From an optimization exercise on the open Yosys and OpenROAD flow, aimed at small area; shortcuts taken in it are not production practice.
In this exercise RTL edits were held to simulation tests only and were not proved equivalent to the original.

`design.v`:
```
`default_nettype none
package cipher_pkg;
   localparam int NW          = 9;
   localparam int NROUNDS     = 31;
   localparam int ROUND_FIRST = 92;
   localparam int ROUND_LAST  = 2;
   localparam int ROUND_STEP  = 3;
   localparam int KEY_W       = 144;
   localparam int NKW         = KEY_W / NW;      
   localparam int NWORDS      = 3 * NROUNDS;     
   typedef enum logic [1:0] {
      ST_IDLE   = 2'd0,
      ST_LOAD   = 2'd1,
      ST_EXPAND = 2'd2,
      ST_DONE   = 2'd3
   } state_t;
   function automatic logic [NW-1:0] rotl9(input logic [NW-1:0] x, input integer n);
      logic [2*NW-1:0] d;
      begin
         d = {x, x} << (n % NW);
         rotl9 = d[2*NW-1 -: NW];
      end
   endfunction
endpackage
`default_nettype wire
`default_nettype none
import cipher_pkg::*;
module key_buf
(
   input  logic          clk,
   input  logic          rst_n,
   input  logic          we,
   input  logic [4:0]    wr_slot,
   input  logic [1:0]    wr_lane,
   input  logic [NW-1:0] wr_word,
   input  logic [4:0]    rd_idx,
   output logic [NW-1:0] rd_key_1,
   output logic [NW-1:0] rd_key_2,
   output logic [NW-1:0] rd_key_3
);
   logic [3*NW-1:0] slots [NROUNDS];
   logic [3*NW-1:0] rd_data;
   genvar s;
   generate
      for (s = 0; s < NROUNDS; s++) begin : g_slot
         logic [3*NW-1:0] q;
         always_ff @(posedge clk or negedge rst_n) begin
            if (!rst_n) begin
               q <= '0;
            end else if (we && (wr_slot == 5'(s))) begin
               case (wr_lane)
                  2'd0:    q[NW-1:0]      <= wr_word;
                  2'd1:    q[2*NW-1:NW]   <= wr_word;
                  2'd2:    q[3*NW-1:2*NW] <= wr_word;
                  default: ;
               endcase
            end
         end
         assign slots[s] = q;
      end
   endgenerate
   always_comb begin
      rd_data = '0;
      if (rd_idx < 5'(NROUNDS))
         rd_data = slots[rd_idx];
   end
   assign rd_key_1 = rd_data[NW-1:0];
   assign rd_key_2 = rd_data[2*NW-1:NW];
   assign rd_key_3 = rd_data[3*NW-1:2*NW];
endmodule
`default_nettype wire
`default_nettype none
import cipher_pkg::*;
module key_sched
(
   input  logic             clk,
   input  logic             rst_n,
   input  logic             key_load,
   input  logic [KEY_W-1:0] key_in,
   input  logic [6:0]       round_no,
   output logic [NW-1:0]    round_key_1,
   output logic [NW-1:0]    round_key_2,
   output logic [NW-1:0]    round_key_3,
   output logic             busy,
   output logic             ready,
   output logic             key_err
);
   cipher_pkg::state_t state;
   cipher_pkg::state_t state_nx;
   logic [NW-1:0] w [NKW];
   logic [6:0]    t;
   logic [4:0]    r;
   logic [1:0]    l;
   logic          step;
   logic [4:0]    rd_idx;
   logic [NW-1:0] buf_k1;
   logic [NW-1:0] buf_k2;
   logic [NW-1:0] buf_k3;
   always_ff @(posedge clk or negedge rst_n) begin
      if (!rst_n)
         state <= ST_IDLE;
      else
         state <= state_nx;
   end
   always_comb begin
      state_nx = state;
      if (key_load) begin
         state_nx = ST_LOAD;
      end else begin
         case (state)
            ST_IDLE:   state_nx = ST_IDLE;
            ST_LOAD:   state_nx = ST_EXPAND;
            ST_EXPAND: if (t == 7'(NWORDS - 1)) state_nx = ST_DONE;
            ST_DONE:   state_nx = ST_DONE;
            default:   state_nx = ST_IDLE;
         endcase
      end
   end
   always_comb begin
      busy  = (state == ST_LOAD) || (state == ST_EXPAND);
      ready = (state == ST_DONE);
      step  = busy && !key_load;
   end
   always_ff @(posedge clk or negedge rst_n) begin
      if (!rst_n) begin
         for (int i = 0; i < NKW; i++)
            w[i] <= '0;
         t <= '0;
         r <= '0;
         l <= '0;
      end else if (key_load) begin
         for (int i = 0; i < NKW; i++)
            w[i] <= key_in[KEY_W-1-NW*i -: NW];
         t <= '0;
         r <= '0;
         l <= '0;
      end else if (step) begin
         for (int i = 0; i < NKW - 1; i++)
            w[i] <= w[i+1];
         w[NKW-1] <= w[0] ^ {w[9][NW-4:0], w[9][NW-1:NW-3]} ^ {2'b00, t};   
         t <= t + 7'd1;
         if (l == 2'd2) begin
            l <= 2'd0;
            r <= r + 5'd1;
         end else begin
            l <= l + 2'd1;
         end
      end
   end
   key_buf u_key_buf (
      .clk      (clk),
      .rst_n    (rst_n),
      .we       (step),
      .wr_slot  (r),
      .wr_lane  (l),
      .wr_word  (w[0]),
      .rd_idx   (rd_idx),
      .rd_key_1 (buf_k1),
      .rd_key_2 (buf_k2),
      .rd_key_3 (buf_k3)
   );
   always_comb begin
      rd_idx  = '0;
      key_err = 1'b0;
      case (round_no)
         7'd2:    rd_idx = 5'd0;
         7'd5:    rd_idx = 5'd1;
         7'd8:    rd_idx = 5'd2;
         7'd11:   rd_idx = 5'd3;
         7'd14:   rd_idx = 5'd4;
         7'd17:   rd_idx = 5'd5;
         7'd20:   rd_idx = 5'd6;
         7'd23:   rd_idx = 5'd7;
         7'd26:   rd_idx = 5'd8;
         7'd29:   rd_idx = 5'd9;
         7'd32:   rd_idx = 5'd10;
         7'd35:   rd_idx = 5'd11;
         7'd38:   rd_idx = 5'd12;
         7'd41:   rd_idx = 5'd13;
         7'd44:   rd_idx = 5'd14;
         7'd47:   rd_idx = 5'd15;
         7'd50:   rd_idx = 5'd16;
         7'd53:   rd_idx = 5'd17;
         7'd56:   rd_idx = 5'd18;
         7'd59:   rd_idx = 5'd19;
         7'd62:   rd_idx = 5'd20;
         7'd65:   rd_idx = 5'd21;
         7'd68:   rd_idx = 5'd22;
         7'd71:   rd_idx = 5'd23;
         7'd74:   rd_idx = 5'd24;
         7'd77:   rd_idx = 5'd25;
         7'd80:   rd_idx = 5'd26;
         7'd83:   rd_idx = 5'd27;
         7'd86:   rd_idx = 5'd28;
         7'd89:   rd_idx = 5'd29;
         7'd92:   rd_idx = 5'd30;
         default: key_err = 1'b1;
      endcase
   end
   always_comb begin
      round_key_1 = key_err ? '0 : buf_k1;
      round_key_2 = key_err ? '0 : buf_k2;
      round_key_3 = key_err ? '0 : buf_k3;
   end
endmodule
`default_nettype wire
```
`run.sh`:
```
#!/bin/bash
# synth_recipe.tcl (not shown) runs the flow's synth.tcl, then flattens the netlist and writes it again
# the make line also repeats each setting of config.mk as NAME=value (left out here)
make -C /OpenROAD-flow-scripts/flow DESIGN_CONFIG=/design/flow/config.mk WORK_HOME=/design/flow/orfs CLKGATE_MAP_FILE= SYNTH_SCRIPT=/design/flow/synth_recipe.tcl finish
```
`config.mk`:
```
export PLATFORM = sky130hd
export DESIGN_NAME = key_sched
export DESIGN_NICKNAME = key_sched
export VERILOG_FILES = /design/flow/design.v
export SDC_FILE = /design/flow/constraint.sdc
export NUM_CORES = 4
export LEC_CHECK = 0
export CAP_MARGIN = 20
export CORE_MARGIN = 2
export CORE_UTILIZATION = 40
export SETUP_SLACK_MARGIN = 0.5
export SLEW_MARGIN = 20
```
`constraint.sdc`:
```
create_clock -name core_clock -period 10.0 [get_ports {clk}]
set_input_delay 2.0000 -clock core_clock [delete_from_list [all_inputs] [get_ports {clk}]]
set_output_delay 2.0000 -clock core_clock [all_outputs]
set_load 0.01 [all_outputs]
```
==> reports/metrics.yaml, run 1 <==
status: "complete, no violations"
period_needed_ps: 9418
placed_cells: 5376
ys_types: 99
maxCapViolCount: 0
pin_count: 184
grt_usage: 0.2889
synth.ff_latch_count: 997
crit_chain: "clkdlybuf4s50_1 > inv_1 > ha_1 > nor4b_1 > o2bb2ai_1 > a211oi_4 > nand2_2 > buf_4 > nor3_2 > and3_1 > o21ai_0 > nand4b_1 > o221a_2 > clkdlybuf4s50_1"
drive_gt1_frac: 0.3278
start_kind: "primary input"
wl_um: 176100
fmax_mhz: 106.2
reg2regPathDepth: 7
numCtsBuffers: 109
hold-path-cell-count: 1
worst_pin_slew_ps: 1194
startpoint: "round_no[1]"
wl_per_cell_um: 31.47
synth_edf_count: 0
vias: 34400
finClkSkew_ps: 48.54
vias_per_cell: 6.148
hold_viol_final: 0
cp_common_cell: "clkdlybuf4s50_1"
rsz0062_at_grt: "no"
rows: 125
cpPeakStageDelay_ps: 840
syn2layout_area_growth_pct: 17.36
setup.worst_path.end_class: "primary output"
synthCells: 3748
path_max_fanout: 16
port_buffers: 183
core_mm2: 0.1159
setup_tns_ps: 0
grt_pass1_wl_um: 251400
yosys_warnings: 5
cts_sinks: 997
clkLatencyLatePin_ps: 730
slew_violations: 0
clock_path_buffers: 3
worst_hold_path.endpoint: "u_key_buf.g_slot[3].q[24]"
r2r_end: "w[0][7]"
crit_required_ps: 8000
min_from: "u_key_buf.g_slot[3].q[24]"
fill_cells: 10390
slew_headroom: 0.2029
hold_class: "flip-flop to flip-flop"
synthFlopType: "dfrtp_1"
worstPathArrival_ps: 7420
die-area_mm2: 0.1192
grt_remaining_overflow: 0
die_width_um: 345.2
die_y_um: 345.2
finalSetupViolCount: 0
grt_max_degree: 184
async_flop_share: 1.000
syn_area_mm2: 0.04657
clkTransAtPathRegs_ps: 60
period_share: 0.9418
cts_tree: "done"
cts_root_buffer: "clkbuf_16"
htreeDepth: 3
hpwl_um: 117600
yosysSeqAreaShare: 0.5357
grt_pass1_vias: 33960
antenna_found_initial: 9
postSynthAreaPerCell_um2: 12.43
drtIter0Drc: 3917
place_congestion: 1.002
path_class: "primary input to primary output"
r2r-start: "state[1]"
ant_nets: 0
drt_first_pass_iters: 6
drc_errors: 0
syn_nets: 3918
r2r_slack_ps: 6140
initial_core_util: 0.4018
finalNetCount: 4145
final_cells: 5595
slowest_stage: "nor3_2"
[layout make-up]
class                   count  area, um^2  area share
flip-flops and latches    997       24980      0.4571
multi-input cells        2468       20500      0.3751
repair buffers            382        3521     0.06442
clock buffers             161        3133     0.05732
well taps                1524        1907     0.03489
clock inverters            42       539.3    0.009867
inverters                  17       63.81    0.001168
diodes                      4       10.01   0.0001831
[worst max-delay path by stage]
stage	depth (start not counted)	slack [ps]	endpoint
5_1_grt	12	510	round_key_3[3]
3_3_place_gp	15	650	round_key_2[8]
4_1_cts	15	580	round_key_3[1]
2_1_floorplan	13	3190	round_key_2[3]
6_report	14	580	round_key_1[8]
3_5_place_dp	15	600	round_key_3[1]
[sequential cells by signal, indices dropped and copies added, names as in the netlist]
register and flops:
r 5, state 2, l 2, u_key_buf.g_slot.q 837, w 144, t 7
[cells in the mapped netlist, types with 17 or more instances]
| cell | n | area (um^2) |
|---|---|---|
| buf_2 | 54 | 270.3 |
| and3_1 | 28 | 175.2 |
| mux2i_1 | 188 | 1882 |
| nand4_1 | 17 | 106.4 |
| a21oi_1 | 69 | 345.3 |
| nand3_1 | 86 | 430.4 |
| a221oi_1 | 34 | 297.8 |
| clkbuf_1 | 176 | 660.6 |
| dfrtp_1 | 997 | 24950 |
| a211oi_1 | 17 | 127.6 |
| a31oi_1 | 25 | 156.4 |
| a22oi_1 | 126 | 945.9 |
| nor2_1 | 95 | 356.6 |
| xnor2_1 | 21 | 183.9 |
| mux2_2 | 856 | 9639 |
| a22o_1 | 47 | 411.6 |
| nor3_1 | 32 | 160.2 |
| a32oi_1 | 21 | 183.9 |
| a222oi_1 | 18 | 180.2 |
| o21ai_0 | 195 | 975.9 |
| nand2_1 | 339 | 1272 |
[kinds of logic (layout without fill, tap and decap cells)]
logic type / count (synthesis) / after routing / synth area share
XOR/XNOR: 27 / 27 / 0.005078
adder cells (fa/ha/maj): 16 / 16 / 0.004299
multiplexers: 1045 / 1045 / 0.2476
AO/OA/AOI/OAI: 665 / 665 / 0.1017
buffers and inverters: 284 / 602 / 0.02773
flip-flops: 997 / 997 / 0.5357
other: 0 / 4 / 0
AND/OR/NAND/NOR: 714 / 715 / 0.07783
[stage by stage]
stage | hold WS (ps) | cell area, um^2 | setup WS [ps] | util
floorplan | 470.6 | 46570 | 3193 | -
global placement | 480.6 | 50780 | 649.8 | 0.4382
detailed placement | 484.8 | 50800 | 602.8 | 0.4384
CTS | 498.6 | 54470 | 578.9 | 0.4700
global route | 509.3 | 54650 | 506.0 | 0.4716
finish | 499.5 | 54660 | 582.4 | 0.4716
[worst max-delay path, delay by kind of cell]
family	cells	cell delay, ps
adders and majority gates	1	340
buffers and inverters	4	1640
AOI/OAI and AO/OA	4	1340
and+or+nand+nor	5	2050
[layout by cell type, fill, tap and decap left out, types with 29 or more instances in the layout]
cell type	instances
o21ai_0	195
mux2i_1	188
buf_4	184
nor3_1	29
dfrtp_1	988
a22o_1	47
clkbuf_1	31
nor2_1	80
clkdlybuf4s50_1	181
nand2_1	337
a21oi_1	69
a22oi_1	126
a221oi_1	34
mux2_2	856
clkbuf_16	109
nand3_1	86
[per-layer routing]
| metal | GRT usage | vias up | share of wire |
|---|---|---|---|
| met5 | 0 | - | 0.00014 |
| met3 | 0.06457 | 459 | 0.094 |
| met1 | 0.3950 | 17810 | 0.41 |
| met2 | 0.4357 | 1846 | 0.44 |
| li1 | - | 14280 | - |
| met4 | 0.1378 | 4 | 0.053 |
[repair_timing]
| item | 4_1_cts | 5_1_grt |
|---|---|---|
| setup buffers | 0 | 8 |
| endpoints found under the setup margin | 0 | 6 |
| resized for setup | 0 | 3 |
| hold endpoints to repair | 0 | 0 |
| hold buffers | 0 | 0 |
==> inputs of run 2 (changes only) <==
==> design.v (replaced) <==
`default_nettype none
package cipher_pkg;
   localparam int NW          = 9;
   localparam int NROUNDS     = 31;
   localparam int KEY_W       = 144;
   localparam int NKW         = KEY_W / NW;      
   localparam int NWORDS      = 3 * NROUNDS;     
endpackage
`default_nettype wire
`default_nettype none
import cipher_pkg::*;
module key_buf
(
   input  logic               clk,
   input  logic               we,
   input  logic [KEY_W-1:0]   wr_key,
   input  logic [NROUNDS-1:0] rd_sel,
   output logic [NW-1:0]      rd_key_1,
   output logic [NW-1:0]      rd_key_2,
   output logic [NW-1:0]      rd_key_3
);
   logic [KEY_W-1:0] key_q;
   logic [NW-1:0]    w [NWORDS];
   always_ff @(posedge clk) begin
      if (we)
         key_q <= wr_key;
   end
   genvar n;
   generate
      for (n = 0; n < NKW; n++) begin : g_key
         assign w[n] = key_q[KEY_W-1-NW*n -: NW];
      end
      for (n = NKW; n < NWORDS; n++) begin : g_ext
         assign w[n] = w[n-16] ^ {w[n-7][NW-4:0], w[n-7][NW-1:NW-3]} ^ NW'(n - 16);
      end
   endgenerate
   always_comb begin
      rd_key_1 = '0;
      rd_key_2 = '0;
      rd_key_3 = '0;
      for (int k = 0; k < NROUNDS; k++) begin
         rd_key_1 = rd_key_1 | ({NW{rd_sel[k]}} & w[3*k]);
         rd_key_2 = rd_key_2 | ({NW{rd_sel[k]}} & w[3*k+1]);
         rd_key_3 = rd_key_3 | ({NW{rd_sel[k]}} & w[3*k+2]);
      end
   end
endmodule
`default_nettype wire
`default_nettype none
import cipher_pkg::*;
module key_sched
(
   input  logic             clk,
   input  logic             rst_n,
   input  logic             key_load,
   input  logic [KEY_W-1:0] key_in,
   input  logic [6:0]       round_no,
   output logic [NW-1:0]    round_key_1,
   output logic [NW-1:0]    round_key_2,
   output logic [NW-1:0]    round_key_3,
   output logic             busy,
   output logic             ready,
   output logic             key_err
);
   logic [NROUNDS-1:0] sel;
   always_ff @(posedge clk or negedge rst_n) begin
      if (!rst_n) begin
         busy  <= 1'b0;
         ready <= 1'b0;
      end else begin
         busy  <= key_load;
         ready <= !key_load && (busy || ready);
      end
   end
   key_buf u_key_buf (
      .clk      (clk),
      .we       (key_load),
      .wr_key   (key_in),
      .rd_sel   (sel),
      .rd_key_1 (round_key_1),
      .rd_key_2 (round_key_2),
      .rd_key_3 (round_key_3)
   );
   always_comb begin
      for (int k = 0; k < NROUNDS; k++)
         sel[k] = (round_no == 7'(2 + 3 * k));
      key_err = ~|sel;
   end
endmodule
`default_nettype wire
==> run 2 against run 1 <==
Utilization is 0.11 points lower. Sequential cell count down 851. Critical path depth decreased by 4. Largest cell class is now multi-input gates.
==> reports/metrics.yaml, run 2 <==
grt_remaining_overflow: 0  # unchanged
endpoint: "round_key_3[8]"
setup.worst_path.end_class: "primary output"
yosysSeqAreaShare: 0.2318  # -0.3040
cts_tree: "done"
core_mm2: 0.04656  # -60%
setup_tns_ps: 0  # unchanged
drtIter0Drc: 3979  # +1.6%
vias: 19610  # -43%
period_needed_ps: 8495  # -922.2 ps
r2r_slack_ps: 9340  # +3200 ps
slew_headroom: 0.1349  # -0.06792
pin_count: 184  # unchanged
syn2layout_area_growth_pct: 16.06
postSynthAreaPerCell_um2: 9.413  # -24%
cts_resized: 0  # unchanged
largest_register: "u_key_buf.key_q"
post-cts-setup-buffers: 0  # unchanged
wl_um: 114900  # -35%
cts_sinks: 146  # -85%
hpwl_um: 83780  # -29%
hold_ws_ps: 499.2  # -0.2990 ps
drive_gt1_frac: 0.07571  # -0.2521
grt_pass1_vias: 19010  # -44%
clock_path_buffers: 2  # -1
synth.most_common_cell: "xnor2_1"
maxCapViolCount: 0  # unchanged
clkTransAtPathRegs_ps: 60  # about the same
ant_nets: 0  # unchanged
port_buffers: 183  # unchanged
numCtsBuffers: 17  # -84%
reg2regPathDepth: 2  # -5
synth.ff_latch_count: 146  # -85%
yosys_warnings: 3  # -2
place_congestion: 1.178  # +18%
async_flop_share: 0.01370  # -0.9863
synth_edf_count: 144  # +144
synth_area_leaders: "edfxtp_1 (23%), xnor2_1 (22%), xor2_1 (11%)"
largestRegisters: "u_key_buf.key_q (144), busy (1), ready (1)"
worstPathArrival_ps: 6500  # -920 ps
synthCells: 2005  # -47%
period_share: 0.8495  # -0.09222
hold_viol_final: 0  # unchanged
drt_first_pass_iters: 8  # +2
clkLatencyLatePin_ps: 490  # -240 ps
synthFlopType: "edfxtp_1"
grt_pass1_wl_um: 155900  # -38%
grt_max_degree: 82  # -55%
vias_per_cell: 7.269  # +18%
syn_nets: 2159  # -45%
r2r_end: "ready"
ys_types: 71  # -28%
start_kind: "primary input"
synthTopCellsByCount: "xnor2_1 (473), xor2_1 (238), clkbuf_1 (165), edfxtp_1 (144), o22ai_1 (116)"
die-area_mm2: 0.04894  # -59%
drc_errors: 0  # unchanged
startpoint: "round_no[3]"
path_max_fanout: 16  # unchanged
antenna_found_initial: 9  # unchanged
slew_violations: 0  # unchanged
htreeDepth: 4  # +1
r2r-start: "ready"
crit_required_ps: 8000  # about the same
rsz0062_at_grt: "no"
path_class: "primary input to primary output"
yosysTopAreaCell: "edfxtp_1"
status: "complete, no violations"
synth_top_area_frac: 0.2291  # -0.3066
finClkSkew_ps: 0.03958  # -48.50 ps
final_common_cell: "xnor2_1"
grt_usage: 0.4589  # +0.1700
layout_common_cells: "xnor2_1 (473), xor2_1 (238), clkdlybuf4s50_1 (182), edfxtp_1 (144), o22ai_1 (116)"
fmax_mhz: 117.7  # +11%
initial_core_util: 0.4054  # +0.003550
cts_root_buffer: "clkbuf_16"
hold_class: "flip-flop to flip-flop"
die_y_um: 221.2  # -36%
die_width_um: 221.2  # -36%
wl_per_cell_um: 42.57  # +35%
largest_reg_flops: 144  # -83%
holdBufCountCts: 0  # unchanged
finalSetupViolCount: 0  # unchanged
finalNetCount: 2228  # -46%
worst_pin_slew_ps: 1265  # +70.45 ps
rows: 79  # -37%
fill_cells: 4421  # -57%
syn_area_mm2: 0.01887  # -59%
## run 2: cell families (layout without fill, tap and decap cells)
kind of cell           count (synthesis)  count (layout)  synth area share
flip-flops                           146             146            0.2318
AND/OR/NAND/NOR                      361             361           0.09527
multiplexers                           1               1         0.0005304
buffers and inverters                220             302           0.04720
AO/OA/AOI/OAI                        468             468            0.1805
other                                  0               4                 0
XOR/XNOR                             809             809            0.4447
## run 2: cell type report
type | count | area [um^2] | area share
antenna | 4 | 10.01 | 0.0004570
clock buffer | 20 | 436.7 | 0.01994
clock inverter | 12 | 135.1 | 0.006169
inverter | 10 | 37.54 | 0.001714
multi-input combinational | 1639 | 13740 | 0.6273
sequential | 146 | 4374 | 0.1997
tap | 607 | 759.5 | 0.03467
timing repair buffer | 260 | 2411 | 0.1101
## run 2: worst max-delay path: stages
cell and delay [ps]:
clkdlybuf4s50_1 670, nand2_1 690, nor3_1 300, buf_4 300, a22oi_1 170, nand4_1 330, a2111oi_1 1000, o2111a_1 310
o211ai_1 150, clkdlybuf4s50_1 530
## run 2: metrics by stage
stage	util	worst slack (ps)	cells	cell area, um^2
after global routing	0.4703	1452	2694	21890
after global placement	0.4577	1496	2662	21310
after CTS	0.4701	1828	2694	21880
final	0.4705	1505	2698	21900
after detailed placement	0.4578	1829	2662	21310
after floorplan	-	3909	2005	18870
## run 2: how the worst min path moves through the flow
stage / startpoint / to / slack [ps] / depth (start not counted)
CTS: ready / ready / 510 / 2
detailed placement: busy / ready / 490 / 2
global route: busy / ready / 550 / 2
finish: busy / ready / 500 / 2
global placement: busy / ready / 480 / 2
floorplan: busy / ready / 530 / 2
## run 2: layer usage
| layer | routed length, um | track usage | part of all wire |
|---|---|---|---|
| met1 | 40520 | 0.5512 | 0.35 |
| met2 | 45680 | 0.6390 | 0.40 |
| met3 | 18470 | 0.2202 | 0.16 |
| met4 | 10060 | 0.3245 | 0.088 |
| met5 | 126 | 0 | 0.0011 |
==> inputs of run 3 (changes only) <==
--- a/design.v
+++ b/design.v
@@ -11,7 +11,27 @@
 import cipher_pkg::*;
+module key_word #(parameter int N = 16)
+(
+   input  logic [NW-1:0] w16,
+   input  logic [NW-1:0] w7,
+   output logic [NW-1:0] w
+);
+   assign w = w16 ^ {w7[NW-4:0], w7[NW-1:NW-3]} ^ NW'(N - 16);
+endmodule
+module aoi222
+(
+   input  logic a1, a2, b1, b2, c1, c2,
+   output logic y
+);
+   assign y = ~((a1 & a2) | (b1 & b2) | (c1 & c2));
+endmodule
+module aoi22
+(
+   input  logic a1, a2, b1, b2,
+   output logic y
+);
+   assign y = ~((a1 & a2) | (b1 & b2));
+endmodule
 module key_buf
 (
-   input  logic               clk,
-   input  logic               we,
-   input  logic [KEY_W-1:0]   wr_key,
+   input  logic [KEY_W-1:0]   key,
    input  logic [NROUNDS-1:0] rd_sel,
@@ -21,8 +41,3 @@
 );
-   logic [KEY_W-1:0] key_q;
-   logic [NW-1:0]    w [NWORDS];
-   always_ff @(posedge clk) begin
-      if (we)
-         key_q <= wr_key;
-   end
+   logic [NW-1:0] w [NWORDS];
    genvar n;
@@ -30,18 +45,40 @@
       for (n = 0; n < NKW; n++) begin : g_key
-         assign w[n] = key_q[KEY_W-1-NW*n -: NW];
+         assign w[n] = key[KEY_W-1-NW*n -: NW];
       end
       for (n = NKW; n < NWORDS; n++) begin : g_ext
-         assign w[n] = w[n-16] ^ {w[n-7][NW-4:0], w[n-7][NW-1:NW-3]} ^ NW'(n - 16);
+         key_word #(.N(n)) u_word (.w16(w[n-16]), .w7(w[n-7]), .w(w[n]));
       end
    endgenerate
-   always_comb begin
-      rd_key_1 = '0;
-      rd_key_2 = '0;
-      rd_key_3 = '0;
-      for (int k = 0; k < NROUNDS; k++) begin
-         rd_key_1 = rd_key_1 | ({NW{rd_sel[k]}} & w[3*k]);
-         rd_key_2 = rd_key_2 | ({NW{rd_sel[k]}} & w[3*k+1]);
-         rd_key_3 = rd_key_3 | ({NW{rd_sel[k]}} & w[3*k+2]);
+   localparam int NG = (NROUNDS + 2) / 3;    
+   logic [3*NW-1:0] col [NROUNDS];
+   logic [3*NW-1:0] rd;
+   generate
+      for (n = 0; n < NROUNDS; n++) begin : g_col
+         assign col[n] = {w[3*n+2], w[3*n+1], w[3*n]};
       end
-   end
+      for (n = 0; n < 3*NW; n++) begin : g_bit
+         logic [NG-1:0] g;
+         genvar j;
+         for (j = 0; j < NG; j++) begin : g_grp
+            if (3*j + 2 < NROUNDS) begin : g3
+               aoi222 u_aoi (
+                  .a1(rd_sel[3*j]),   .a2(col[3*j][n]),
+                  .b1(rd_sel[3*j+1]), .b2(col[3*j+1][n]),
+                  .c1(rd_sel[3*j+2]), .c2(col[3*j+2][n]),
+                  .y (g[j]));
+            end else if (3*j + 1 < NROUNDS) begin : g2
+               aoi22 u_aoi (
+                  .a1(rd_sel[3*j]),   .a2(col[3*j][n]),
+                  .b1(rd_sel[3*j+1]), .b2(col[3*j+1][n]),
+                  .y (g[j]));
+            end else begin : g1
+               assign g[j] = ~(rd_sel[3*j] & col[3*j][n]);
+            end
+         end
+         assign rd[n] = ~&g;
+      end
+   endgenerate
+   assign rd_key_1 = rd[NW-1:0];
+   assign rd_key_2 = rd[2*NW-1:NW];
+   assign rd_key_3 = rd[3*NW-1:2*NW];
 endmodule
@@ -50,2 +87,12 @@
 import cipher_pkg::*;
+module key_hold
+(
+   input  logic load,
+   input  logic load_n,
+   input  logic key_in,
+   input  logic key_q,
+   output logic key_d
+);
+   assign key_d = (load & key_in) | (load_n & key_q);
+endmodule
 module key_sched
@@ -64,2 +111,3 @@
 );
+   logic [KEY_W-1:0]   key_q;
    logic [NROUNDS-1:0] sel;
@@ -74,6 +122,15 @@
    end
+   logic [KEY_W-1:0]   key_d;
+   genvar i;
+   generate
+      for (i = 0; i < KEY_W; i++) begin : g_hold
+         key_hold u_key_hold (.load(key_load), .load_n(!key_load), .key_in(key_in[i]),
+                              .key_q(key_q[i]), .key_d(key_d[i]));
+      end
+   endgenerate
+   always_ff @(posedge clk) begin
+      key_q <= key_d;
+   end
    key_buf u_key_buf (
-      .clk      (clk),
-      .we       (key_load),
-      .wr_key   (key_in),
+      .key      (key_q),
       .rd_sel   (sel),
--- a/config.mk
+++ b/config.mk
@@ -12 +12,3 @@
 export SLEW_MARGIN = 20
+export SYNTH_HIERARCHICAL = 1
+export SYNTH_MINIMUM_KEEP_SIZE = 0
==> run 3 against run 2 <==
Still clean on timing, DRC and antenna. Count of clock-buffer cells in the layout is 1 lower. Critical path depth is 5 higher. Die area is 23% lower. Critical endpoint is now round_key_1[1]. Highest routed layer unchanged.
==> reports/metrics.yaml, run 3 <==
slew_headroom: 0.2008  # +0.06585
clkLatencyLatePin_ps: 460  # -30 ps
finClkSkew_ps: 0.1104  # +0.07078 ps
path_buf_inv: 1  # -2
htreeDepth: 4  # unchanged
status: "complete, no violations"
min_from: "busy"
crit_family: "XOR/XNOR gates"
synthFlopType: "dfxtp_1"
yosysSeqAreaShare: 0.2025  # -0.02930
finalSetupViolCount: 0  # unchanged
drtIter0Drc: 4306  # +8.2%
die_y_um: 194.3  # -12%
final_common_cell: "xor2_1"
grt_pass1_vias: 15390  # -19%
syn_nets: 1634  # -24%
crit_required_ps: 8000  # about the same
pin_count: 184  # unchanged
synth.most_common_cell: "xor2_1"
port_buffers: 183  # unchanged
ant_nets: 0  # unchanged
synth_edf_count: 0  # -100%
period_needed_ps: 8529  # +33.63 ps
grt_pass1_wl_um: 101900  # -35%
period_share: 0.8529  # +0.003363
cts_resized: 0  # unchanged
die_width_um: 194.3  # -12%
post-cts-setup-buffers: 0  # unchanged
largest_register: "key_q"
path_max_fanout: 4  # -12
hold_viol_final: 0  # unchanged
synth_area_leaders: "xor2_1 (28%), dfxtp_1 (20%), a222oi_1 (19%)"
cp_common_cell: "xor2_1"
hold_class: "flip-flop to flip-flop"
placed_cells: 2146  # -19%
async_flop_share: 0.01370  # unchanged
initial_core_util: 0.4063  # +0.0008675
cts_sinks: 146  # unchanged
crit_chain: "xor2_1 > xor2_1 > xor2_1 > xor2_1 > xor2_1 > xor2_1 > xor2_1 > xnor2_1 > xnor2_1 > xor2_1 > xnor2_1 > a222oi_1 > nand4_1 > a2111o_1 > clkdlybuf4s50_1"
ys_types: 42  # -41%
worstPathArrival_ps: 6530  # +30 ps
start_kind: "flip-flop"
setup.worst_path.end_class: "primary output"
synthTopCellsByCount: "xor2_1 (467), a222oi_1 (270), xnor2_1 (229), a22o_1 (144), dfxtp_1 (144)"
utilization: 0.4979  # +0.02740
drt_first_pass_iters: 27  # +19
synth.ff_latch_count: 146  # unchanged
largest_reg_flops: 144  # unchanged
synthCells: 1480  # -26%
syn_area_mm2: 0.01449  # -23%
final_cells: 2178  # -19%
cts_tree: "done"
slowest_stage: "xor2_1"
fmax_mhz: 117.2  # -0.39%
reg2regPathDepth: 1  # -1
grt_use_met2: 0.5348  # -0.1042
clock_path_buffers: 2  # unchanged
setup_tns_ps: 0  # unchanged
yosys_warnings: 12  # +9
layout_common_cells: "xor2_1 (467), a222oi_1 (270), xnor2_1 (229), clkdlybuf4s50_1 (182)"
synth_top_area_frac: 0.2824  # +0.05325
r2r_slack_ps: 9200  # -140 ps
finalNetCount: 1858  # -17%
place_congestion: 1.060  # -10%
vias: 15800  # -19%
hold_ws_ps: 505.5  # +6.359 ps
r2r-start: "key_q[54]"
vias_per_cell: 7.256  # -0.17%
worst_pin_slew_ps: 1192  # -72.57 ps
cpPeakStageDelay_ps: 540  # -460 ps
worst_hold_path.endpoint: "ready"
postSynthAreaPerCell_um2: 9.787  # +4.0%
path_class: "flip-flop to primary output"
hpwl_um: 52160  # -38%
antenna_found_initial: 2  # -7
numCtsBuffers: 17  # unchanged
wl_um: 69620  # -39%
grt_remaining_overflow: 0  # unchanged
busiest_layer: "met2"
wl_per_cell_um: 31.97  # -25%
drive_gt1_frac: 0.06407  # -0.01164
clkTransAtPathRegs_ps: 70  # about the same
slew_violations: 0  # unchanged
rows: 69  # -13%
largestRegisters: "key_q (144), busy (1), ready (1)"
r2r_end: "key_q[54]"
yosysTopAreaCell: "xor2_1"
rsz0062_at_grt: "no"
syn2layout_area_growth_pct: 22.55
use_met1: 0.4712  # -0.08000
hold-path-cell-count: 2  # unchanged
cts_root_buffer: "clkbuf_16"
core_mm2: 0.03566  # -23%
antenna_cells: 0  # -4
drc_errors: 0  # unchanged
grtUsageMet3: 0.1102  # -0.1100
maxCapViolCount: 0  # unchanged
grt_max_degree: 93  # +13%
grt_usage: 0.3555  # -0.1034
die-area_mm2: 0.03775  # -23%
holdBufCountCts: 0  # unchanged
## run 3: cell types whose count changed after synthesis, moves of 144 or more
| cell | change |
|---|---|
| xor2_1 | +229 |
| edfxtp_1 | -144 |
| dfxtp_1 | +144 |
| a222oi_1 | +262 |
| xnor2_1 | -244 |
| clkbuf_1 | -165 |
## run 3: layout make-up
cell class | count | area [um^2]
fill | 3375 | 17900
clock buffer | 19 | 432.9
tap | 461 | 576.8
timing repair buffer | 224 | 2137
inverter | 4 | 17.52
clock inverter | 13 | 127.6
multi-input combinational | 1311 | 11530
sequential | 146 | 2933
## run 3: cells by family (layout without fill, tap and decap cells)
family                    count (synthesis)  count (layout)  share of synthesized area
muxes                                     2               2                   0.001382
xor gates and xnor gates                697             697                     0.4220
DFF                                     146             146                     0.2025
and+or+nand+nor                         158             158                    0.06021
buffers and inverters                    23             260                    0.01330
AOI/OAI and AO/OA                       454             454                     0.3007
## run 3: layer usage
layer | part of all wire | vias to the layer above | wire length [um]
met2 | 0.43 | 1281 | 29860
met5 | 0.00034 | - | 24
met4 | 0.046 | 4 | 3192
met3 | 0.13 | 198 | 9026
met1 | 0.40 | 7743 | 27520
li1 | - | 6578 | -
## run 3: metrics by stage
| stage | instance area, um^2 | setup slack (ps) |
|---|---|---|
| floorplan | 14490 | 3387 |
| global placement | 17180 | 2154 |
| detailed placement | 17180 | 2131 |
| CTS | 17740 | 1749 |
| global route | 17750 | 1334 |
| finish | 17750 | 1471 |
## run 3: worst min-delay path, delay by kind of cell, from the launching register on
| kind | cells | cell delay (ps) |
|---|---|---|
| and+or+nand+nor | 2 | 110 |
| DFF | 1 | 350 |
## run 3: how the worst max path moves through the flow
stage / from / end / slack (ps) / cells after the start
after floorplan: round_no[4] / round_key_1[0] / 3390 / 7
after global placement: round_no[3] / round_key_2[2] / 2150 / 8
after detailed placement: round_no[4] / round_key_3[3] / 2130 / 9
after CTS: key_q[49] / round_key_1[1] / 1750 / 15
after global routing: key_q[133] / round_key_1[1] / 1330 / 15
final: key_q[49] / round_key_1[1] / 1470 / 15
## run 3: Yosys stat by module, one instance, submodules excluded, excerpt
module | flip-flops and latches | cell area, um^2 | cells | copies in the design
key_sched | 146 | 3675 | 262 | 1
key_buf | 0 | 777.0 | 111 | 1
aoi222 | 0 | 10.01 | 1 | 270
key_hold | 0 | 8.758 | 1 | 144
==> inputs of run 4 (changes only) <==
--- a/config.mk
+++ b/config.mk
@@ -10,3 +10,4 @@
 export CORE_UTILIZATION = 40
-export SETUP_SLACK_MARGIN = 0.5
+export CTS_BUF_LIST = sky130_fd_sc_hd__clkbuf_4 sky130_fd_sc_hd__clkbuf_8
+export SETUP_SLACK_MARGIN = 0.1
 export SLEW_MARGIN = 20
==> run 4 against run 3 <==
Count of clock-buffer cells in the layout stayed put. First-iteration DRC count fell by 7.1%. Register-to-register slack lost 30 ps. Area after synthesis unchanged. Worst setup slack improved by 29 ps. Largest cell class unchanged. Highest routed layer is now met4.
==> reports/metrics.yaml, run 4 <==
die-area_mm2: 0.03775  # unchanged
htreeDepth: 4  # unchanged
rows: 69  # unchanged
cts_tree: "done"
synth_area_leaders: "xor2_1 (28%), dfxtp_1 (20%), a222oi_1 (19%)"
hold_class: "flip-flop to flip-flop"
hold_viol_final: 0  # unchanged
final-seq-area_mm2: 0.002933  # unchanged
slowest_stage: "dfxtp_1"
core_mm2: 0.03566  # unchanged
cp_common_cell: "xor2_1"
setup.worst_path.end_class: "primary output"
finClkSkew_ps: 0.1436  # +0.03325 ps
slew_headroom: 0.2617  # +0.06090
grt_usage: 0.3550  # -0.0004453
crit_required_ps: 8000  # about the same
drive_gt1_frac: 0.06632  # +0.002252
period_needed_ps: 8500  # -28.97 ps
antenna_found_initial: 0  # -2
path_class: "flip-flop to primary output"
worstPathArrival_ps: 6500  # -30 ps
synth_edf_count: 0  # unchanged
synthFlopType: "dfxtp_1"
slew_violations: 0  # unchanged
ant_nets: 0  # unchanged
utilization: 0.4930  # -0.004913
numCtsBuffers: 17  # unchanged
vias: 15800  # -0.013%
synth.most_common_cell: "xor2_1"
die_width_um: 194.3  # unchanged
ys_types: 42  # unchanged
yosysTopAreaCell: "xor2_1"
die_y_um: 194.3  # unchanged
synth_top_area_frac: 0.2824  # unchanged
antenna_cells: 0  # unchanged
clkTransAtPathRegs_ps: 90  # +20 ps
clkLatencyLatePin_ps: 520  # +60 ps
largestRegisters: "key_q (144), busy (1), ready (1)"
port_buffers: 183  # unchanged
cpPeakStageDelay_ps: 560  # +20 ps
final_common_cell: "xor2_1"
postSynthAreaPerCell_um2: 9.787  # unchanged
grt_pass1_wl_um: 101800  # about the same
multiInputGateArea_mm2: 0.01152  # about the same
largest_reg_flops: 144  # unchanged
yosys_warnings: 12  # unchanged
initial_core_util: 0.4063  # unchanged
synthTopCellsByCount: "xor2_1 (467), a222oi_1 (270), xnor2_1 (229), a22o_1 (144), dfxtp_1 (144)"
wl_per_cell_um: 31.86  # -0.34%
wl_um: 69450  # -0.25%
syn_nets: 1634  # unchanged
drtIter0Drc: 4000  # -7.1%
place_congestion: 1.060  # unchanged
cts_root_buffer: "clkbuf_8"
grt_max_degree: 93  # unchanged
fmax_mhz: 117.6  # +0.34%
largest_register: "key_q"
synthCells: 1480  # unchanged
maxCapViolCount: 0  # unchanged
grt_pass1_vias: 15350  # -0.22%
path_max_fanout: 4  # unchanged
syn2layout_area_growth_pct: 21.34
fill_cells: 3399  # +0.71%
status: "complete, no violations"
rsz0062_at_grt: "no"
drc_errors: 0  # unchanged
period_share: 0.8500  # -0.002897
r2r_slack_ps: 9170  # -30 ps
grt_remaining_overflow: 0  # unchanged
vias_per_cell: 7.249  # -0.10%
layout_common_cells: "xor2_1 (467), a222oi_1 (270), xnor2_1 (229), clkdlybuf4s50_1 (182)"
yosysSeqAreaShare: 0.2025  # unchanged
pin_count: 184  # unchanged
finalNetCount: 1860  # +0.11%
holdBufCountCts: 0  # unchanged
setup_tns_ps: 0  # unchanged
synth.ff_latch_count: 146  # unchanged
cts_sinks: 146  # unchanged
crit_chain: "xor2_1 > xor2_1 > xor2_1 > xor2_1 > xor2_1 > xnor2_1 > xnor2_1 > xor2_1 > xor2_1 > xnor2_1 > xnor2_1 > a222oi_1 > nand4_1 > a2111o_1 > clkdlybuf4s50_1"
drt_first_pass_iters: 25  # -7.4%
hpwl_um: 52160  # unchanged
post-cts-setup-buffers: 0  # unchanged
async_flop_share: 0.01370  # unchanged
start_kind: "flip-flop"
cts_resized: 0  # unchanged
syn_area_mm2: 0.01449  # unchanged
worst_pin_slew_ps: 1107  # -84.86 ps
clock_path_buffers: 2  # unchanged
finalSetupViolCount: 0  # unchanged
run 4: cell counts after synthesis:
Identical to the previous run, type by type.
run 4: path summary, 6_finish.rpt:
kind / from / endpoint / cells past startpoint
worst max-delay path: key_q[54] / round_key_3[6] / 15
worst min-delay path: busy / ready / 2
worst max register to register: key_q[27] / key_q[27] / 1
worst min register to register: busy / ready / 2
max in group asynchronous: rst_n / ready / 1
min in group asynchronous: rst_n / busy / 1
run 4: critical path: cells and delay by family, from the launching register on:
kind / cells / cell delay, ps
compound gates: 2 / 770
flops: 1 / 560
xor+xnor: 11 / 3940
buf+inv: 1 / 480
simple gates: 1 / 230
run 4: metal layers:
layer / GRT usage / vias up / wire length [um]
met3: 0.1076 / 198 / 9169
met2: 0.5328 / 1296 / 29900
met4: 0.1538 / 0 / 3066
met5: 0 / - / 0
li1: - / 6582 / -
met1: 0.4696 / 7726 / 27320
run 4: logic make-up after synthesis:
| family | after synthesis | share of synthesized area |
|---|---|---|
| compound gates | 454 | 0.3007 |
| simple gates | 158 | 0.06021 |
| mux | 2 | 0.001382 |
| xor+xnor | 697 | 0.4220 |
| flops | 146 | 0.2025 |
| buf+inv | 23 | 0.01330 |
run 4: modules after synthesis (local to each module, per instance), a selection:
module / cell area [um^2] / cells inside / flip-flops and latches / times used
aoi222: 10.01 / 1 / 0 / 270
key_hold: 8.758 / 1 / 0 / 144
key_sched: 3675 / 262 / 146 / 1
key_buf: 777.0 / 111 / 0 / 1
run 4: final cells by class:
cell class | count | share of cell area
Multi-Input combinational cell | 1311 | 0.6555
Sequential cell | 146 | 0.1669
Timing Repair Buffer | 226 | 0.1224
Tap cell | 461 | 0.03282
Clock buffer | 19 | 0.01417
Clock inverter | 13 | 0.007261
Inverter | 4 | 0.0009966
run 4: through the flow:
step | instances | instance area, um^2 | hold slack (ps) | setup slack (ps)
finish | 2180 | 17580 | 508.6 | 1500
global route | 2180 | 17580 | 543.7 | 1307
CTS | 2178 | 17560 | 519.9 | 1742
detailed placement | 2146 | 17180 | 488.3 | 2131
global placement | 2146 | 17180 | 477.8 | 2154
floorplan | 1480 | 14490 | 480.9 | 3387
==> inputs of run 5 (changes only) <==
==> flow/run.sh (new file) <==
#!/bin/bash
# The standard layout, with the port buffers made of the smallest buffer cell.
set -euo pipefail
bash standard.sh "BUFFER_PORTS_ARGS=-buffer_cell sky130_fd_sc_hd__buf_1" finish > standard.log 2>&1
==> standard.sh (new file) <==
#!/bin/bash
# synth_recipe.tcl (not shown) runs the flow's synth.tcl, then flattens the netlist and writes it again
# the make line also repeats each setting of config.mk as NAME=value (left out here)
make -C /OpenROAD-flow-scripts/flow DESIGN_CONFIG=/design/flow/config.mk WORK_HOME=/design/flow/orfs CLKGATE_MAP_FILE= SYNTH_SCRIPT=/design/flow/synth_recipe.tcl "${@:-finish}"
removed: run.sh
==> run 5 against run 4 <==
Hold slack worse by 12 ps. Global-route usage decreased by 4.4 points. Utilization fell by 3.3 points. Still clean. Critical path type unchanged. Critical endpoint unchanged. Sequential share of layout area increased by 1.2 points.
==> reports/metrics.yaml, run 5 <==
status: "complete, no violations"
clkLatencyLatePin_ps: 460  # -60 ps
fin_area_mm2: 0.01641  # -6.7%
period_share: 0.8057  # -0.04426
crit_cells: 15  # unchanged
cts_sinks: 146  # unchanged
synth_top_area_frac: 0.2824  # unchanged
cpPeakStageDelay_ps: 530  # -30 ps
drt_first_pass_iters: 26  # +4.0%
post-cts-setup-buffers: 0  # unchanged
grt_remaining_overflow: 0  # unchanged
placed_cells: 2139  # -0.33%
rsz0062_at_grt: "no"
grt_pass1_vias: 14810  # -3.5%
path_buf_inv: 1  # unchanged
yosysTopAreaCell: "xor2_1"
syn2layout_area_growth_pct: 13.26
fmax_mhz: 124.1  # +5.5%
place_ws_ps: 2758  # +626.7 ps
setup_tns_ps: 0  # unchanged
setup.worst_path.end_class: "primary output"
syn_area_mm2: 0.01449  # unchanged
vias: 15460  # -2.1%
syn_nets: 1634  # unchanged
postSynthAreaPerCell_um2: 9.787  # unchanged
placed_area_mm2: 0.01599  # -6.9%
fill_cells: 3483  # +2.5%
cts_resized: 0  # unchanged
cts_tree: "done"
synth_fa_ha_area_frac: 0  # unchanged
wl_per_cell_um: 28.48  # -11%
ys_types: 42  # unchanged
wl_um: 61840  # -11%
synthFlopType: "dfxtp_1"
finalNetCount: 1851  # -0.48%
place_congestion: 1.079  # +1.8%
yosysSeqAreaShare: 0.2025  # unchanged
synth.ff_latch_count: 146  # unchanged
r2r-start: "key_q[5]"
layout_common_cells: "xor2_1 (467), a222oi_1 (270), xnor2_1 (229), buf_1 (182)"
pin_count: 184  # unchanged
die-area_mm2: 0.03775  # unchanged
r2r_slack_ps: 9290  # +120 ps
finClkSkew_ps: 0.04566  # -0.09795 ps
slowest_stage: "xor2_1"
synthTopCellsByCount: "xor2_1 (467), a222oi_1 (270), xnor2_1 (229), a22o_1 (144), dfxtp_1 (144)"
path_max_fanout: 4  # unchanged
yosys.area_share.simple: 0.06021  # unchanged
synthCells: 1480  # unchanged
crit_chain: "xor2_1 > xor2_1 > xor2_1 > xor2_1 > xor2_1 > xnor2_1 > xnor2_1 > xor2_1 > xor2_1 > xnor2_1 > xnor2_1 > a222oi_1 > nand4_1 > a2111o_1 > buf_1"
grt_max_degree: 91  # -2.2%
final_cells: 2171  # -0.41%
clock_path_buffers: 2  # unchanged
grt_pass1_wl_um: 92230  # -9.4%
finalSetupViolCount: 0  # unchanged
drtIter0Drc: 4331  # +8.3%
period_needed_ps: 8057  # -442.6 ps
holdBufCountCts: 0  # unchanged
synth_area_leaders: "xor2_1 (28%), dfxtp_1 (20%), a222oi_1 (19%)"
timing.final.ws_setup_ps: 1943  # +442.6 ps
rows: 69  # unchanged
path_class: "flip-flop to primary output"
drive_gt1_frac: 0.06140  # -0.004914
vias_per_cell: 7.123  # -1.7%
synth_top_family_by_area: "XOR/XNOR gates"
async_flop_share: 0.01370  # unchanged
port_buffers: 183  # unchanged
yosys_warnings: 12  # unchanged
final_common_cell: "xor2_1"
endpoint: "round_key_3[6]"
muxShareOfSynthArea: 0.001382  # unchanged
cp_common_cell: "xor2_1"
drc_errors: 0  # unchanged
synth_edf_count: 0  # unchanged
hpwl_um: 44700  # -14%
synth_xor_area_frac: 0.4220  # unchanged
slew_violations: 0  # unchanged
r2r_end: "key_q[5]"
reg2regPathDepth: 1  # unchanged
htreeDepth: 4  # unchanged
crit_required_ps: 8000  # about the same
numCtsBuffers: 17  # unchanged
antenna_cells: 0  # unchanged
synth.most_common_cell: "xor2_1"
synth_compound_area_frac: 0.3007  # unchanged
ant_nets: 0  # unchanged
hold_viol_final: 0  # unchanged
largest_register: "key_q"
die_y_um: 194.3  # unchanged
maxCapViolCount: 0  # unchanged
initial_core_util: 0.4063  # unchanged
antenna_found_initial: 0  # unchanged
largest_reg_flops: 144  # unchanged
startpoint: "key_q[54]"
largestRegisters: "key_q (144), busy (1), ready (1)"
crit_family: "XOR/XNOR gates"
worst_pin_slew_ps: 928.3  # -179.2 ps
core_mm2: 0.03566  # unchanged
die_width_um: 194.3  # unchanged
cts_root_buffer: "clkbuf_8"
hold_class: "flip-flop to flip-flop"
clkTransAtPathRegs_ps: 80  # about the same
slew_headroom: 0.3811  # +0.1194
start_kind: "flip-flop"
grt_usage: 0.3114  # -0.04356
worstPathArrival_ps: 6060  # -440 ps
## run 5: how the worst min path moves through the flow
stage	slack [ps]	end	startpoint	cells past startpoint
after global routing	540	key_q[105]	key_q[105]	1
final	500	ready	busy	2
after CTS	500	ready	busy	2
after detailed placement	480	ready	busy	2
after floorplan	480	key_q[117]	key_q[117]	1
after global placement	470	ready	busy	2
## run 5: layout make-up
cell class	count	area [um^2]	share of cell area
clock buffer	20	262.8	0.01602
clock inverter	12	155.1	0.009457
inverter	4	17.52	0.001068
multi-input combinational	1311	11510	0.7019
sequential	146	2933	0.1788
tap	461	576.8	0.03516
timing repair buffer	217	945.9	0.05766
## run 5: routing by layer
metal,wire length [um],GRT usage,up-vias
li1,-,-,6549
met4,3385,0.1484,0
met5,0,0,-
met2,26490,0.4760,1291
met1,24060,0.4099,7362
met3,7900,0.07843,262
## run 5: logic make-up (layout without fill, tap and decap cells)
kind of cell | after synthesis | in the layout
XOR/XNOR | 697 | 697
AO/OA/AOI/OAI | 454 | 454
AND/OR/NAND/NOR | 158 | 158
flip-flops | 146 | 146
buffers and inverters | 23 | 253
multiplexers | 2 | 2
## run 5: modules after synthesis, one instance, submodules excluded, a selection
module     copies in the design  cell area, um^2  flops+latches  cells
aoi222                      270            10.01              0      1
key_buf                       1            777.0              0    111
key_sched                     1             3675            146    262
key_hold                    144            8.758              0      1
## run 5: per-stage QoR
stage,util,hold slack [ps]
6_report,0.4601,496.4
2_1_floorplan,-,480.9
5_1_grt,0.4601,543.0
4_1_cts,0.4601,503.6
3_5_place_dp,0.4484,483.8
3_3_place_gp,0.4484,472.1
==> inputs of run 6 (changes only) <==
--- a/config.mk
+++ b/config.mk
@@ -7,8 +7,10 @@
 export LEC_CHECK = 0
-export CAP_MARGIN = 20
+export CAP_MARGIN = 5
 export CORE_MARGIN = 2
-export CORE_UTILIZATION = 40
+export CORE_UTILIZATION = 50
 export CTS_BUF_LIST = sky130_fd_sc_hd__clkbuf_4 sky130_fd_sc_hd__clkbuf_8
+export CTS_CLUSTER_DIAMETER = 100
+export CTS_CLUSTER_SIZE = 30
 export SETUP_SLACK_MARGIN = 0.1
-export SLEW_MARGIN = 20
+export SLEW_MARGIN = 5
 export SYNTH_HIERARCHICAL = 1
==> run 6 against run 5 <==
Still clean. Worst setup slack better by 120 ps. Register-to-register slack hardly changed. Wire length is 0.46% higher. Sequential cell count stayed put. Utilization is 11 points higher. Highest routed layer unchanged.
==> reports/metrics.yaml, run 6 <==
synth_top_family_by_area: "XOR/XNOR gates"
htreeDepth: 4  # unchanged
slowest_stage: "xor2_1"
drc_errors: 0  # unchanged
crit_chain: "xor2_1 > xor2_1 > xor2_1 > xnor2_1 > xnor2_1 > xor2_1 > xnor2_1 > xnor2_1 > xor2_1 > xor2_1 > xor2_1 > a222oi_1 > nand4_1 > a2111o_1 > buf_1"
endpoint: "round_key_1[4]"
period_share: 0.7939  # -0.01185
finalSetupViolCount: 0  # unchanged
clkLatencyLatePin_ps: 480  # +20 ps
grt_remaining_overflow: 0  # unchanged
synth.ff_latch_count: 146  # unchanged
largest_register: "key_q"
synth_area_leaders: "xor2_1 (28%), dfxtp_1 (20%), a222oi_1 (19%)"
grt_usage: 0.3946  # +0.08316
die_y_um: 174.2  # -10%
r2r_end: "key_q[47]"
syn_area_mm2: 0.01449  # unchanged
vias: 15800  # +2.2%
port_buffers: 183  # unchanged
clock_path_buffers: 2  # unchanged
worst_pin_slew_ps: 1386  # +458.0 ps
cpPeakStageDelay_ps: 570  # +40 ps
place_congestion: 1.159  # +7.4%
post-cts-setup-buffers: 0  # unchanged
cts_tree: "done"
synth_fa_ha_area_frac: 0  # unchanged
hold_viol_final: 0  # unchanged
numCtsBuffers: 17  # unchanged
drive_gt1_frac: 0.06140  # unchanged
cts_sinks: 146  # unchanged
largestRegisters: "key_q (144), busy (1), ready (1)"
maxCapViolCount: 0  # unchanged
hold_class: "flip-flop to flip-flop"
holdBufCountCts: 0  # unchanged
period_needed_ps: 7939  # -118.5 ps
ant_nets: 0  # unchanged
drtIter0Drc: 3963  # -8.5%
yosysTopAreaCell: "xor2_1"
cts_root_buffer: "clkbuf_8"
final_common_cell: "xor2_1"
yosys_warnings: 12  # unchanged
die_width_um: 174.2  # -10%
fmax_mhz: 126.0  # +1.5%
muxShareOfSynthArea: 0.001382  # unchanged
synth_xor_area_frac: 0.4220  # unchanged
status: "complete, no violations"
cp_common_cell: "xor2_1"
finalNetCount: 1853  # +0.11%
cts_resized: 0  # unchanged
rows: 62  # -10%
ys_types: 42  # unchanged
synth_compound_area_frac: 0.3007  # unchanged
async_flop_share: 0.01370  # unchanged
synth_edf_count: 0  # unchanged
clkTransAtPathRegs_ps: 80  # about the same
initial_core_util: 0.5060  # +0.09978
antenna_cells: 0  # unchanged
path_max_fanout: 4  # unchanged
grt_max_degree: 91  # unchanged
synth.most_common_cell: "xor2_1"
r2r-start: "key_q[47]"
core_mm2: 0.02863  # -20%
synthTopCellsByCount: "xor2_1 (467), a222oi_1 (270), xnor2_1 (229), a22o_1 (144), dfxtp_1 (144)"
synthFlopType: "dfxtp_1"
worstPathArrival_ps: 5940  # -120 ps
startpoint: "key_q[52]"
syn2layout_area_growth_pct: 12.65
wl_per_cell_um: 29.67  # +4.2%
yosys.area_share.simple: 0.06021  # unchanged
synthCells: 1480  # unchanged
slew_headroom: 0.07075  # -0.3104
layout_common_cells: "xor2_1 (467), a222oi_1 (270), xnor2_1 (229), buf_1 (182)"
postSynthAreaPerCell_um2: 9.787  # unchanged
r2r_slack_ps: 9280  # about the same
hold_ws_ps: 495.5  # -0.9470 ps
finClkSkew_ps: 0.02437  # -0.02129 ps
die-area_mm2: 0.03035  # -20%
hpwl_um: 45210  # +1.1%
reg2regPathDepth: 1  # unchanged
crit_required_ps: 8000  # about the same
start_kind: "flip-flop"
pin_count: 184  # unchanged
slew_violations: 0  # unchanged
setup_tns_ps: 0  # unchanged
synth_top_area_frac: 0.2824  # unchanged
setup.worst_path.end_class: "primary output"
yosysSeqAreaShare: 0.2025  # unchanged
largest_reg_flops: 144  # unchanged
grt_pass1_vias: 15160  # +2.3%
wl_um: 62120  # +0.46%
rsz0062_at_grt: "no"
vias_per_cell: 7.546  # +5.9%
path_class: "flip-flop to primary output"
antenna_found_initial: 0  # unchanged
syn_nets: 1634  # unchanged
drt_first_pass_iters: 12  # -54%
grt_pass1_wl_um: 93010  # +0.85%
[run 6: cell type report]
type / count / area [um^2]
clock buffer: 21 / 276.5
clock inverter: 9 / 133.9
fill: 2679 / 12310
inverter: 4 / 17.52
multi-input combinational: 1311 / 11510
sequential: 146 / 2933
tap: 384 / 480.5
timing repair buffer: 219 / 960.9
[run 6: worst min-delay path by stage]
stage,from,endpoint,cells past startpoint,slack [ps]
2_1_floorplan,key_q[117],key_q[117],1,480
3_3_place_gp,busy,ready,2,470
3_5_place_dp,busy,ready,2,480
4_1_cts,busy,ready,2,500
5_1_grt,key_q[110],key_q[110],1,540
6_report,busy,ready,2,500
[run 6: kinds of logic after synthesis]
kind of cell / Yosys count
buffers and inverters: 23
AND/OR/NAND/NOR: 158
XOR/XNOR: 697
flip-flops: 146
multiplexers: 2
AO/OA/AOI/OAI: 454
[run 6: stage by stage]
stage	instances	utilization	setup WS (ps)	cell area [um^2]
3_3_place_gp	2064	0.5557	2798	15910
2_1_floorplan	1480	-	3387	14490
6_report	2094	0.5700	2061	16320
3_5_place_dp	2064	0.5557	2763	15910
4_1_cts	2094	0.5700	2309	16320
5_1_grt	2094	0.5700	1853	16320
[run 6: per-layer routing]
| metal | track usage | up-vias | wire length [um] |
|---|---|---|---|
| met3 | 0.1212 | 292 | 8524 |
| met1 | 0.5188 | 7502 | 23970 |
| met4 | 0.2045 | 0 | 3403 |
| li1 | - | 6549 | - |
| met2 | 0.5789 | 1459 | 26230 |
| met5 | 0 | - | 0 |
[run 6: modules after synthesis (local to each module, per instance), a selection]
module / copies in the design / area [um^2] / cells inside / flops+latches
aoi222: 270 / 10.01 / 1 / 0
key_buf: 1 / 777.0 / 111 / 0
key_hold: 144 / 8.758 / 1 / 0
key_sched: 1 / 3675 / 262 / 146
[run 6: worst max-delay path: cells and delay by family, from the launching register on]
kind	cells	cell delay, ps
xor+xnor	11	3930
flops	1	430
compound gates	2	790
buf+inv	1	150
simple gates	1	140
==> inputs of run 7 (changes only) <==
==> flow/run.sh (replaced) <==
#!/bin/bash
# The standard layout, with the port buffers made of the smallest buffer cell
# and a clock tree built without dummy loads.
set -euo pipefail
bash standard.sh \
  "BUFFER_PORTS_ARGS=-buffer_cell sky130_fd_sc_hd__buf_1" \
  "CTS_ARGS=-sink_clustering_enable -repair_clock_nets -dont_use_dummy_load -buf_list {sky130_fd_sc_hd__clkbuf_4 sky130_fd_sc_hd__clkbuf_8}" \
  finish > standard.log 2>&1
--- a/config.mk
+++ b/config.mk
@@ -7,10 +7,8 @@
 export LEC_CHECK = 0
-export CAP_MARGIN = 5
+export CAP_MARGIN = 20
 export CORE_MARGIN = 2
-export CORE_UTILIZATION = 50
+export CORE_UTILIZATION = 40
 export CTS_BUF_LIST = sky130_fd_sc_hd__clkbuf_4 sky130_fd_sc_hd__clkbuf_8
-export CTS_CLUSTER_DIAMETER = 100
-export CTS_CLUSTER_SIZE = 30
 export SETUP_SLACK_MARGIN = 0.1
-export SLEW_MARGIN = 5
+export SLEW_MARGIN = 20
 export SYNTH_HIERARCHICAL = 1
==> run 7 against run 6 <==
Critical path depth is the same. Largest cell class unchanged. Global-route usage down 8.3 points. Final cell count up 3.0%. Hold slack hardly changed. Non-clock buffer count shrank 2. Via count is 2.2% lower. Count of clock-buffer cells in the layout shrank 4. Highest routed layer unchanged. Sequential share of layout area grew 0.11 points. Wire length down 0.72%. First-iteration DRC count grew 3.0%.
==> reports/metrics.yaml, run 7 <==
placed_area_mm2: 0.01599  # +0.51%
port_buffers: 183  # unchanged
cts_root_buffer: "clkbuf_8"
synth_edf_count: 0  # unchanged
yosys_warnings: 12  # unchanged
start_kind: "flip-flop"
synth_compound_area_frac: 0.3007  # unchanged
vias_per_cell: 7.172  # -5.0%
hold_ws_ps: 495.1  # -0.4100 ps
synthTopCellsByCount: "xor2_1 (467), a222oi_1 (270), xnor2_1 (229), a22o_1 (144), dfxtp_1 (144)"
antenna_found_initial: 0  # unchanged
muxShareOfSynthArea: 0.001382  # unchanged
syn_nets: 1634  # unchanged
final-seq-area_mm2: 0.002933  # unchanged
syn_area_mm2: 0.01449  # unchanged
utilization: 0.4550  # -0.1151
setup.worst_path.end_class: "primary output"
period_share: 0.8011  # +0.007166
finalNetCount: 1851  # -0.11%
post-cts-setup-buffers: 0  # unchanged
cp_common_cell: "xor2_1"
wl_um: 61670  # -0.72%
grt_remaining_overflow: 0  # unchanged
cts_tree: "done"
synth_top_area_frac: 0.2824  # unchanged
yosys.area_share.simple: 0.06021  # unchanged
worst_pin_slew_ps: 910.5  # -475.8 ps
synth.most_common_cell: "xor2_1"
synthFlopType: "dfxtp_1"
yosysSeqAreaShare: 0.2025  # unchanged
maxCapViolCount: 0  # unchanged
rows: 69  # +11%
drive_gt1_frac: 0.05310  # -0.008306
hold_viol_final: 0  # unchanged
initial_core_util: 0.4063  # -0.09978
clkLatencyLatePin_ps: 460  # -20 ps
wl_per_cell_um: 28.61  # -3.6%
crit_required_ps: 8000  # about the same
finClkSkew_ps: 0.04566  # +0.02129 ps
slew_violations: 0  # unchanged
period_needed_ps: 8011  # +71.66 ps
synth.ff_latch_count: 146  # unchanged
crit_family: "XOR/XNOR gates"
placed_cells: 2139  # +3.6%
grt_usage: 0.3114  # -0.08320
syn2layout_area_growth_pct: 11.99
drt_first_pass_iters: 28  # +16
status: "complete, no violations"
place_congestion: 1.079  # -6.9%
numCtsBuffers: 17  # unchanged
holdBufCountCts: 0  # unchanged
hpwl_um: 44700  # -1.1%
largest_reg_flops: 144  # unchanged
path_class: "flip-flop to primary output"
final_cells: 2156  # +3.0%
final_common_cell: "xor2_1"
postSynthAreaPerCell_um2: 9.787  # unchanged
drc_errors: 0  # unchanged
htreeDepth: 4  # unchanged
clock_path_buffers: 2  # unchanged
hold_class: "flip-flop to flip-flop"
synth_area_leaders: "xor2_1 (28%), dfxtp_1 (20%), a222oi_1 (19%)"
die_y_um: 194.3  # +12%
multiInputGateArea_mm2: 0.01151  # unchanged
timing.final.ws_setup_ps: 1989  # -71.66 ps
pin_count: 184  # unchanged
path_max_fanout: 4  # unchanged
grt_pass1_vias: 14780  # -2.5%
slowest_stage: "xor2_1"
largestRegisters: "key_q (144), busy (1), ready (1)"
setup_tns_ps: 0  # unchanged
finalSetupViolCount: 0  # unchanged
async_flop_share: 0.01370  # unchanged
synth_xor_area_frac: 0.4220  # unchanged
ys_types: 42  # unchanged
yosysTopAreaCell: "xor2_1"
cpPeakStageDelay_ps: 530  # -40 ps
layout_common_cells: "xor2_1 (467), a222oi_1 (270), xnor2_1 (229), buf_1 (182)"
place_ws_ps: 2758  # -5.330 ps
core_mm2: 0.03566  # +25%
largest_register: "key_q"
fmax_mhz: 124.8  # -0.89%
fill_cells: 3496  # +30%
rsz0062_at_grt: "no"
drtIter0Drc: 4083  # +3.0%
synth_fa_ha_area_frac: 0  # unchanged
r2r_slack_ps: 9300  # +20 ps
grt_pass1_wl_um: 92160  # -0.91%
fin_area_mm2: 0.01622  # -0.58%
vias: 15460  # -2.2%
slew_headroom: 0.3930  # +0.3222
ant_nets: 0  # unchanged
cts_sinks: 146  # unchanged
die_width_um: 194.3  # +12%
crit_chain: "xor2_1 > xor2_1 > xor2_1 > xor2_1 > xor2_1 > xnor2_1 > xnor2_1 > xor2_1 > xor2_1 > xnor2_1 > xnor2_1 > a222oi_1 > nand4_1 > a2111o_1 > buf_1"
synth_top_family_by_area: "XOR/XNOR gates"
clkTransAtPathRegs_ps: 80  # about the same
die-area_mm2: 0.03775  # +24%
worstPathArrival_ps: 6010  # +70 ps
synthCells: 1480  # unchanged
path_buf_inv: 1  # unchanged
grt_max_degree: 91  # unchanged
cts_resized: 0  # unchanged
antenna_cells: 0  # unchanged
-- run 7: worst paths after layout --
| kind | endpoint | from | depth (start not counted) |
|---|---|---|---|
| max reg2reg | key_q[5] | key_q[5] | 1 |
| min in group asynchronous | ready | rst_n | 1 |
| min reg2reg | ready | busy | 2 |
| max in group asynchronous | busy | rst_n | 1 |
| min | ready | busy | 2 |
| max | round_key_3[6] | key_q[54] | 15 |
-- run 7: final cells by class --
class / count / area share
Sequential cell: 146 / 0.1808
Tap cell: 461 / 0.03556
Multi-Input combinational cell: 1311 / 0.7098
Timing Repair Buffer: 217 / 0.05831
Inverter: 4 / 0.001080
Clock buffer: 17 / 0.01442
-- run 7: tightest hold or removal path, stage by stage, from the launching register on --
cell     delay (ps)
dfrtp_1         350
nor2_1           40
nor2_1           70
-- run 7: kinds of logic (layout without fill, tap and decap cells) --
group                     after synthesis  in the layout
muxes                                   2              2
AOI/OAI and AO/OA                     454            454
xor gates and xnor gates              697            697
and+or+nand+nor                       158            158
buffers and inverters                  23            238
DFF                                   146            146
-- run 7: per-module statistics from Yosys, one instance, submodules excluded, excerpt --
module / cells / times used / cell area [um^2]
key_hold: 1 / 144 / 8.758
key_buf: 111 / 1 / 777.0
key_sched: 262 / 1 / 3675
aoi222: 1 / 270 / 10.01
-- run 7: metal layers --
layer  part of all wire  global-route usage  vias up
met5                  0                   0        -
met4              0.050              0.1464        0
met3               0.13             0.08503      233
met2               0.43              0.4747     1298
met1               0.39              0.4075     7403
li1                   -                   -     6528

-- static timing again, ports no longer ideal --
No port has a modelled driver above. Below, the same layouts with a new extraction and two added sets of constraints.
Step 1 assumes that a clkbuf_16 drives the clock port and a buf_2 every other input.
Step 2 moves the port delays by t, midway between the first and last clock arrival at a register: inputs arrive t later, outputs are due t later. That takes back most of the time a late clock gives input paths.
Three values: ideal, step 1, step 2; two values: the first two.
| run | t, ns | setup WS [ns] | worst setup path after step 2 |
|---|---|---|---|
| run 1 | 0.776 | 0.582 / 0.554 / 0.554 | input to output |
| run 2 | 0.552 | 1.505 / 1.482 / 1.482 | input to output |
| run 3 | 0.514 | 1.471 / 1.413 / 1.927 | register to output |
| run 4 | 0.563 | 1.500 / 1.449 / 2.012 | register to output |
| run 5 | 0.506 | 1.943 / 1.891 / 2.397 | register to output |
| run 6 | 0.526 | 2.061 / 2.014 / 2.504 | input to output |
| run 7 | 0.491 | 1.989 / 1.941 / 2.432 | register to output |
After both steps setup and hold are still met in every run listed. For run 1, which loses most, drivers alone change the setup slack by -0.028 ns; drivers and shift together by -0.028 ns.
